Background: an optimization exercise with open tools, aiming at small area and a short achievable clock period. Do not read the settings as production practice. RTL that was checked went through simulation tests only; none was proved equivalent to the original. Power is estimated from default activity; no workload was simulated.

Setup of main:
==> module cic_out, before the edit <==
module cic_out #(
    parameter int SW   = 8,
    parameter int NSEG = 8
) (
    input  logic                    dspclk,
    input  logic [NSEG-1:0][SW-1:0] vseg,
    input  logic [NSEG-1:0]         sh,      
    input  logic                    ld,      
    input  logic                    jodd,    
    input  logic                    jzero,   
    output logic [15:0]             dout
);
    logic [SW-1:0] win_in;
    always_comb begin
        win_in = '0;
        for (int k = 0; k < NSEG; k++)
            win_in = win_in | (vseg[k] & {SW{sh[k]}});
    end
    logic [3*SW-1:0] sr;
    logic [16:0]     win;
    always_ff @(posedge dspclk) begin
        if (|sh) sr <= {win_in, sr[3*SW-1:SW]};
    end
    assign win = jodd ? sr[19:3] : sr[23:7];
    always_ff @(posedge dspclk) begin
        if (ld) dout <= win[16:1] + {15'd0, win[0] & ~jzero};
    end
endmodule
==> flow/config.mk <==
export PLATFORM = sky130hd
export DESIGN_NAME = cic_decim_mc
export DESIGN_NICKNAME = cic_decim_mc
export VERILOG_FILES = /design/flow/design.v
export SDC_FILE = /design/flow/constraint.sdc
export NUM_CORES = 4
export LEC_CHECK = 0
export CAP_MARGIN = 20
export CORE_MARGIN = 2
export CORE_UTILIZATION = 55
export CTS_BUF_LIST = sky130_fd_sc_hd__clkbuf_16
export CTS_CLUSTER_DIAMETER = 150
export CTS_CLUSTER_SIZE = 22
export SLEW_MARGIN = 20
==> flow/constraint.sdc <==
create_clock -name core_clock -period 11.0 [get_ports {dspclk}]
set_input_delay 2.2000 -clock core_clock [delete_from_list [all_inputs] [get_ports {dspclk}]]
set_output_delay 2.2000 -clock core_clock [all_outputs]
set_load 0.01 [all_outputs]
standard.sh (not shown) runs the stock make flow with config.mk's settings and CLKGATE_MAP_FILE= SYNTH_SCRIPT=/design/flow/synth_recipe.tcl, a recipe that flattens the netlist after the stock synthesis.
==> flow/flow/run.sh <==
#!/bin/bash
set -euo pipefail
NETLIST="$PWD/orfs/results/sky130hd/cic_decim_mc/base/1_2_yosys.v"
bash standard.sh "$NETLIST" > flow_synth.log 2>&1
cp "$NETLIST" "$PWD/orfs/results/sky130hd/cic_decim_mc/base/1_2_yosys_standard.v"
python3 flow/polarity.py "$NETLIST" > flow_polarity.log 2>&1
bash standard.sh SETUP_SLACK_MARGIN=6.05 "BUFFER_PORTS_ARGS=-buffer_cell sky130_fd_sc_hd__buf_1" finish > flow_make.log 2>&1
Other scripts of this flow, unchanged in this note and not shown: flow/flow/polarity.py
Changes in the feature branch relative to main:
==> flow/design.v, changed modules only <==
module cic_out #(
    parameter int SW   = 8,
    parameter int NSEG = 8
) (
    input  logic                    dspclk,
    input  logic [NSEG-1:0][SW-1:0] vseg,
    input  logic [NSEG-1:0]         sh,      
    input  logic                    ld,      
    input  logic                    jodd,    
    input  logic                    jzero,   
    output logic [15:0]             dout
);
    logic [SW-1:0] win_in;
    always_comb begin
        win_in = '0;
        for (int k = 0; k < NSEG; k++)
            win_in = win_in | (vseg[k] & {SW{sh[k]}});
    end
    logic [3*SW-1:0] sr;
    logic [16:0]     win;
    always_ff @(posedge dspclk) sr <= {win_in, sr[3*SW-1:SW]};
    assign win = jodd ? sr[19:3] : sr[23:7];
    always_ff @(posedge dspclk) begin
        if (ld) dout <= win[16:1] + {15'd0, win[0] & ~jzero};
    end
endmodule
Results
- Summary — height of the chip, the feature branch relative to main: lower, by about 0.6%.
- Comparing main and the feature branch, number of vias per cell is lower on the feature branch.
- The final critical-path share of the clock period on main is in line with that on the feature branch.
- | global-route track usage on met3 | the feature branch vs main | 0.66 points higher |
- main and the feature branch ended up with roughly the same core utilization.
- Comparing main with the feature branch, the power of the clock network came out essentially unchanged.
- Compared with main, the feature branch shows area taken by flip-flops and latches lower by 1.6%.

cic_decim_mc, a different RTL version from the one above (not shown whole).
For scale: about 3200 cells after synthesis, ~0.049 mm2 of cells after synthesis.
==> module cic_out, before the edit <==
module cic_out #(
    parameter int SW   = 8,
    parameter int NSEG = 8,
    parameter bit DLY  = 0
) (
    input  logic                    dspclk,
    input  logic [NSEG-1:0][SW-1:0] vseg,
    input  logic [NSEG-1:0]         sh,      
    input  logic                    ins,     
    input  logic                    jodd,    
    input  logic                    jzero,   
    output logic [15:0]             dout
);
    logic [SW-1:0] win_in, win_seg;
    always_comb begin
        win_in = '0;
        for (int k = 0; k < NSEG; k++)
            win_in = win_in | (vseg[k] & {SW{sh[k]}});
    end
    if (DLY) begin : g_dly
        logic [SW-1:0] win_q;
        always_ff @(posedge dspclk) win_q <= win_in;
        assign win_seg = win_q;
    end else begin : g_now
        assign win_seg = win_in;
    end
    logic [3*SW-1:0] sr;
    logic [16:0]     win;
    always_ff @(posedge dspclk) begin
        if (ins) sr <= {win_seg, sr[3*SW-1:SW]};
    end
    assign win  = jodd ? sr[19:3] : sr[23:7];
    assign dout = win[16:1] + {15'd0, win[0] & ~jzero};
endmodule
==> module cic_decim_mc, before the edit <==
module cic_decim_mc #(
    parameter int CHANNELS     = 2,
    parameter int DIN_W        = 12,
    parameter int DOUT_W       = 16,
    parameter int STAGES       = 4,
    parameter int RATE_W       = 13,
    parameter int MAX_RATE     = 4096,
    parameter int DEFAULT_RATE = 4
) (
    input  logic                       dspclk,
    input  logic                       reset,
    input  logic                       sclr,
    input  logic                       rate_we,
    input  logic [RATE_W-1:0]          rate,
    input  logic                       nd,
    input  logic [CHANNELS*DIN_W-1:0]  din,
    output logic                       rfd,
    output logic                       rdy,
    output logic [CHANNELS*DOUT_W-1:0] dout
);
    localparam int SW   = 8;
    localparam int NSEG = 8;
    logic rst_q, sclr_q, rwe_q, clr_q;
    always_ff @(posedge dspclk) begin
        rst_q  <= reset;
        sclr_q <= sclr;
        rwe_q  <= rate_we;
    end
    assign clr_q = rst_q | sclr_q | rwe_q;
    assign rfd   = ~(reset | sclr | rate_we | clr_q);
    logic                      a_q;
    logic [CHANNELS*DIN_W-1:0] din_q;
    logic [DIN_W-1:0]          din1_q;
    always_ff @(posedge dspclk) begin
        a_q    <= nd & rfd;
        din_q  <= nd ? din : '0;
        din1_q <= din_q[2*DIN_W-1:DIN_W];
    end
    logic [RATE_W-1:0] rate_d, rate_src, rate_cl;
    logic [11:0]       rm1, rm1_q;
    logic [3:0]        j, j_q;
    logic [NSEG-1:0]   mask, k2sel;
    always_ff @(posedge dspclk) rate_d <= rate;
    always_comb begin
        rate_src = rst_q ? RATE_W'(DEFAULT_RATE) : rate_d;
        rate_cl  = (rate_src < RATE_W'(2))        ? RATE_W'(2) :
                   (rate_src > RATE_W'(MAX_RATE)) ? RATE_W'(MAX_RATE) : rate_src;
        rm1 = 12'(rate_cl - RATE_W'(1));
        j   = '0;
        for (int b = 1; b < 12; b++)
            if (rm1[b]) j = 4'(b);
    end
    always_ff @(posedge dspclk) begin
        if (rst_q || rwe_q) begin
            rm1_q <= rm1;
            j_q   <= j;
        end
    end
    always_comb begin
        mask  = '0;
        k2sel = '0;
        for (int k = 0; k < NSEG; k++) begin
            if (k <= ((32'(j_q) * 4 + 15) / SW)) mask[k] = 1'b1;
            if (k == ((32'(j_q) * 4 + 15) / SW)) k2sel[k] = 1'b1;
        end
    end
    logic [11:0] ph;
    logic [2:0]  warm;
    logic        last, blk, keep;
    assign last = (ph == rm1_q);
    assign blk  = a_q & last;
    assign keep = blk & warm[2];
    always_ff @(posedge dspclk) begin
        if (clr_q) begin
            ph   <= '0;
            warm <= '0;
        end else begin
            if (a_q) ph <= last ? '0 : ph + 12'd1;
            if (blk && !warm[2]) warm <= warm + 3'd1;
        end
    end
    logic [NSEG+3:0] e;
    logic [NSEG+3:1] e_r;
    logic [NSEG+4:1] bp;
    logic [NSEG+4:1] kp;
    assign e = {e_r, a_q};
    always_ff @(posedge dspclk) begin
        e_r <= e[NSEG+2:0];
        bp  <= {bp[NSEG+3:1], blk};
        kp  <= {kp[NSEG+3:1] & {(NSEG+3){~clr_q}}, keep};
        rdy <= (|(kp[NSEG+4:5] & k2sel)) & rfd;
    end
    logic [NSEG-1:0][SW-1:0] w0, w1, vseg;
    logic [NSEG-1:0]         ce0, ce1;
    assign ce0 = bp[NSEG+3:4];
    assign ce1 = bp[NSEG+4:5];
    cic_int #(.SW(SW), .NSEG(NSEG), .ACC_W(60)) u_int0 (
        .dspclk (dspclk),
        .x      (din_q[DIN_W-1:0]),
        .e      (e[NSEG+2:0]),
        .dump   (ce0),
        .w      (w0)
    );
    cic_int #(.SW(SW), .NSEG(NSEG), .ACC_W(60)) u_int1 (
        .dspclk (dspclk),
        .x      (din1_q),
        .e      (e[NSEG+3:1]),
        .dump   (ce1),
        .w      (w1)
    );
    cic_comb #(.SW(SW), .NSEG(NSEG), .ACC_W(60)) u_comb (
        .dspclk (dspclk),
        .w0     (w0),
        .w1     (w1),
        .ce0    (ce0),
        .ce1    (ce1),
        .vseg   (vseg)
    );
    cic_out #(.SW(SW), .NSEG(NSEG), .DLY(1'b1)) u_out0 (
        .dspclk (dspclk),
        .vseg   (vseg),
        .sh     (ce0 & mask),
        .ins    (|(ce1 & mask)),
        .jodd   (j_q[0]),
        .jzero  ((j_q == 4'd0)),
        .dout   (dout[DOUT_W-1:0])
    );
    cic_out #(.SW(SW), .NSEG(NSEG), .DLY(1'b0)) u_out1 (
        .dspclk (dspclk),
        .vseg   (vseg),
        .sh     (ce1 & mask),
        .ins    (|(ce1 & mask)),
        .jodd   (j_q[0]),
        .jzero  ((j_q == 4'd0)),
        .dout   (dout[2*DOUT_W-1:DOUT_W])
    );
endmodule
export LEC_CHECK = 0
export CAP_MARGIN = 20
export CORE_MARGIN = 2
export CORE_UTILIZATION = 55
export CTS_BUF_LIST = sky130_fd_sc_hd__clkbuf_16
export CTS_CLUSTER_DIAMETER = 150
export CTS_CLUSTER_SIZE = 22
export SLEW_MARGIN = 20
create_clock -name core_clock -period 11.0 [get_ports {dspclk}]
==> flow/flow/run.sh <==
#!/bin/bash
set -euo pipefail
NETLIST="$PWD/orfs/results/sky130hd/cic_decim_mc/base/1_2_yosys.v"
bash standard.sh "$NETLIST" > flow_synth.log 2>&1
cp "$NETLIST" "$PWD/orfs/results/sky130hd/cic_decim_mc/base/1_2_yosys_standard.v"
python3 flow/polarity.py "$NETLIST" > flow_polarity.log 2>&1
bash standard.sh SETUP_SLACK_MARGIN=6.1 "BUFFER_PORTS_ARGS=-buffer_cell sky130_fd_sc_hd__buf_1" finish > flow_make.log 2>&1
Other scripts of this flow, unchanged in this note and not shown: flow/flow/polarity.py
The first run completed with no timing, DRC or antenna violations.
Rerun with:
--- a/flow/design.v
+++ b/flow/design.v
@@ -134,39 +134,33 @@
     end
 endmodule
 module cic_out #(
     parameter int SW   = 8,
-    parameter int NSEG = 8,
-    parameter bit DLY  = 0
+    parameter int NSEG = 8
 ) (
     input  logic                    dspclk,
     input  logic [NSEG-1:0][SW-1:0] vseg,
     input  logic [NSEG-1:0]         sh,      
-    input  logic                    ins,     
+    input  logic                    ld,      
     input  logic                    jodd,    
     input  logic                    jzero,   
     output logic [15:0]             dout
 );
-    logic [SW-1:0] win_in, win_seg;
+    logic [SW-1:0] win_in;
     always_comb begin
         win_in = '0;
         for (int k = 0; k < NSEG; k++)
             win_in = win_in | (vseg[k] & {SW{sh[k]}});
     end
-    if (DLY) begin : g_dly
-        logic [SW-1:0] win_q;
-        always_ff @(posedge dspclk) win_q <= win_in;
-        assign win_seg = win_q;
-    end else begin : g_now
-        assign win_seg = win_in;
-    end
     logic [3*SW-1:0] sr;
     logic [16:0]     win;
     always_ff @(posedge dspclk) begin
-        if (ins) sr <= {win_seg, sr[3*SW-1:SW]};
+        if (|sh) sr <= {win_in, sr[3*SW-1:SW]};
+    end
+    assign win = jodd ? sr[19:3] : sr[23:7];
+    always_ff @(posedge dspclk) begin
+        if (ld) dout <= win[16:1] + {15'd0, win[0] & ~jzero};
     end
-    assign win  = jodd ? sr[19:3] : sr[23:7];
-    assign dout = win[16:1] + {15'd0, win[0] & ~jzero};
 endmodule
 module cic_decim_mc #(
     parameter int CHANNELS     = 2,
     parameter int DIN_W        = 12,
@@ -200,9 +194,9 @@
     logic                      a_q;
     logic [CHANNELS*DIN_W-1:0] din_q;
     logic [DIN_W-1:0]          din1_q;
     always_ff @(posedge dspclk) begin
-        a_q    <= nd & rfd;
+        a_q    <= nd & ~clr_q;
         din_q  <= nd ? din : '0;
         din1_q <= din_q[2*DIN_W-1:DIN_W];
     end
     logic [RATE_W-1:0] rate_d, rate_src, rate_cl;
@@ -250,16 +244,18 @@
     end
     logic [NSEG+3:0] e;
     logic [NSEG+3:1] e_r;
     logic [NSEG+4:1] bp;
-    logic [NSEG+4:1] kp;
+    logic [NSEG+5:1] kp;
+    logic            rdy_q;
     assign e = {e_r, a_q};
     always_ff @(posedge dspclk) begin
         e_r <= e[NSEG+2:0];
         bp  <= {bp[NSEG+3:1], blk};
-        kp  <= {kp[NSEG+3:1] & {(NSEG+3){~clr_q}}, keep};
-        rdy <= (|(kp[NSEG+4:5] & k2sel)) & rfd;
+        kp    <= {kp[NSEG+4:1], keep} & {(NSEG+5){~clr_q}};
+        rdy_q <= (|(kp[NSEG+5:6] & k2sel)) & ~clr_q;
     end
+    assign rdy = rdy_q & ~clr_q;
     logic [NSEG-1:0][SW-1:0] w0, w1, vseg;
     logic [NSEG-1:0]         ce0, ce1;
     assign ce0 = bp[NSEG+3:4];
     assign ce1 = bp[NSEG+4:5];
@@ -284,22 +280,22 @@
         .ce0    (ce0),
         .ce1    (ce1),
         .vseg   (vseg)
     );
-    cic_out #(.SW(SW), .NSEG(NSEG), .DLY(1'b1)) u_out0 (
+    cic_out #(.SW(SW), .NSEG(NSEG)) u_out0 (
         .dspclk (dspclk),
         .vseg   (vseg),
         .sh     (ce0 & mask),
-        .ins    (|(ce1 & mask)),
+        .ld     (|(bp[NSEG+4:5] & k2sel)),
         .jodd   (j_q[0]),
         .jzero  ((j_q == 4'd0)),
         .dout   (dout[DOUT_W-1:0])
     );
-    cic_out #(.SW(SW), .NSEG(NSEG), .DLY(1'b0)) u_out1 (
+    cic_out #(.SW(SW), .NSEG(NSEG)) u_out1 (
         .dspclk (dspclk),
         .vseg   (vseg),
         .sh     (ce1 & mask),
-        .ins    (|(ce1 & mask)),
+        .ld     (1'b1),
         .jodd   (j_q[0]),
         .jzero  ((j_q == 4'd0)),
         .dout   (dout[2*DOUT_W-1:DOUT_W])
     );
Result: Worst setup slack improves by 0.25 ns; design area rises by 1.1%; clock power grows by about 4%; combinational power grows to 6.8 times its value; power increases by 76%; count of clock-buffer cells in the layout climbs by 1; routed wire length goes up by about 0.8%.
The RTL of the first run of this note was laid out without a check of its function.

## separate check: timing with driven ports
The results above use ideal ports. As a check the final layouts listed here were re-extracted and re-timed, cells and wires unchanged. Step 1: set_driving_cell puts a clkbuf_16 on dspclk and a buf_2 on each other input, an assumption about the parent block. Step 2 also shifts input and output timing later by t, the mid clock arrival at the registers, as if the neighbouring blocks saw the same clock. a / b / c = no drivers / after step 1 / after step 2; a / b = the first two.
run	shift t [ns]	setup WS [ns]	worst setup path after step 2
main	0.710	6.086 / 6.059 / 6.059	input to output
the feature branch	0.713	6.082 / 6.057 / 6.057	input to output
the first run of note 2	0.705	5.812 / 5.746 / 6.039	input to output
the second run of note 2	0.708	6.065 / 6.032 / 6.032	input to output
After both steps setup and hold are still met in every run listed. For the second run of note 2, which loses most, drivers alone change the setup slack by -0.033 ns; drivers and shift together by -0.033 ns.
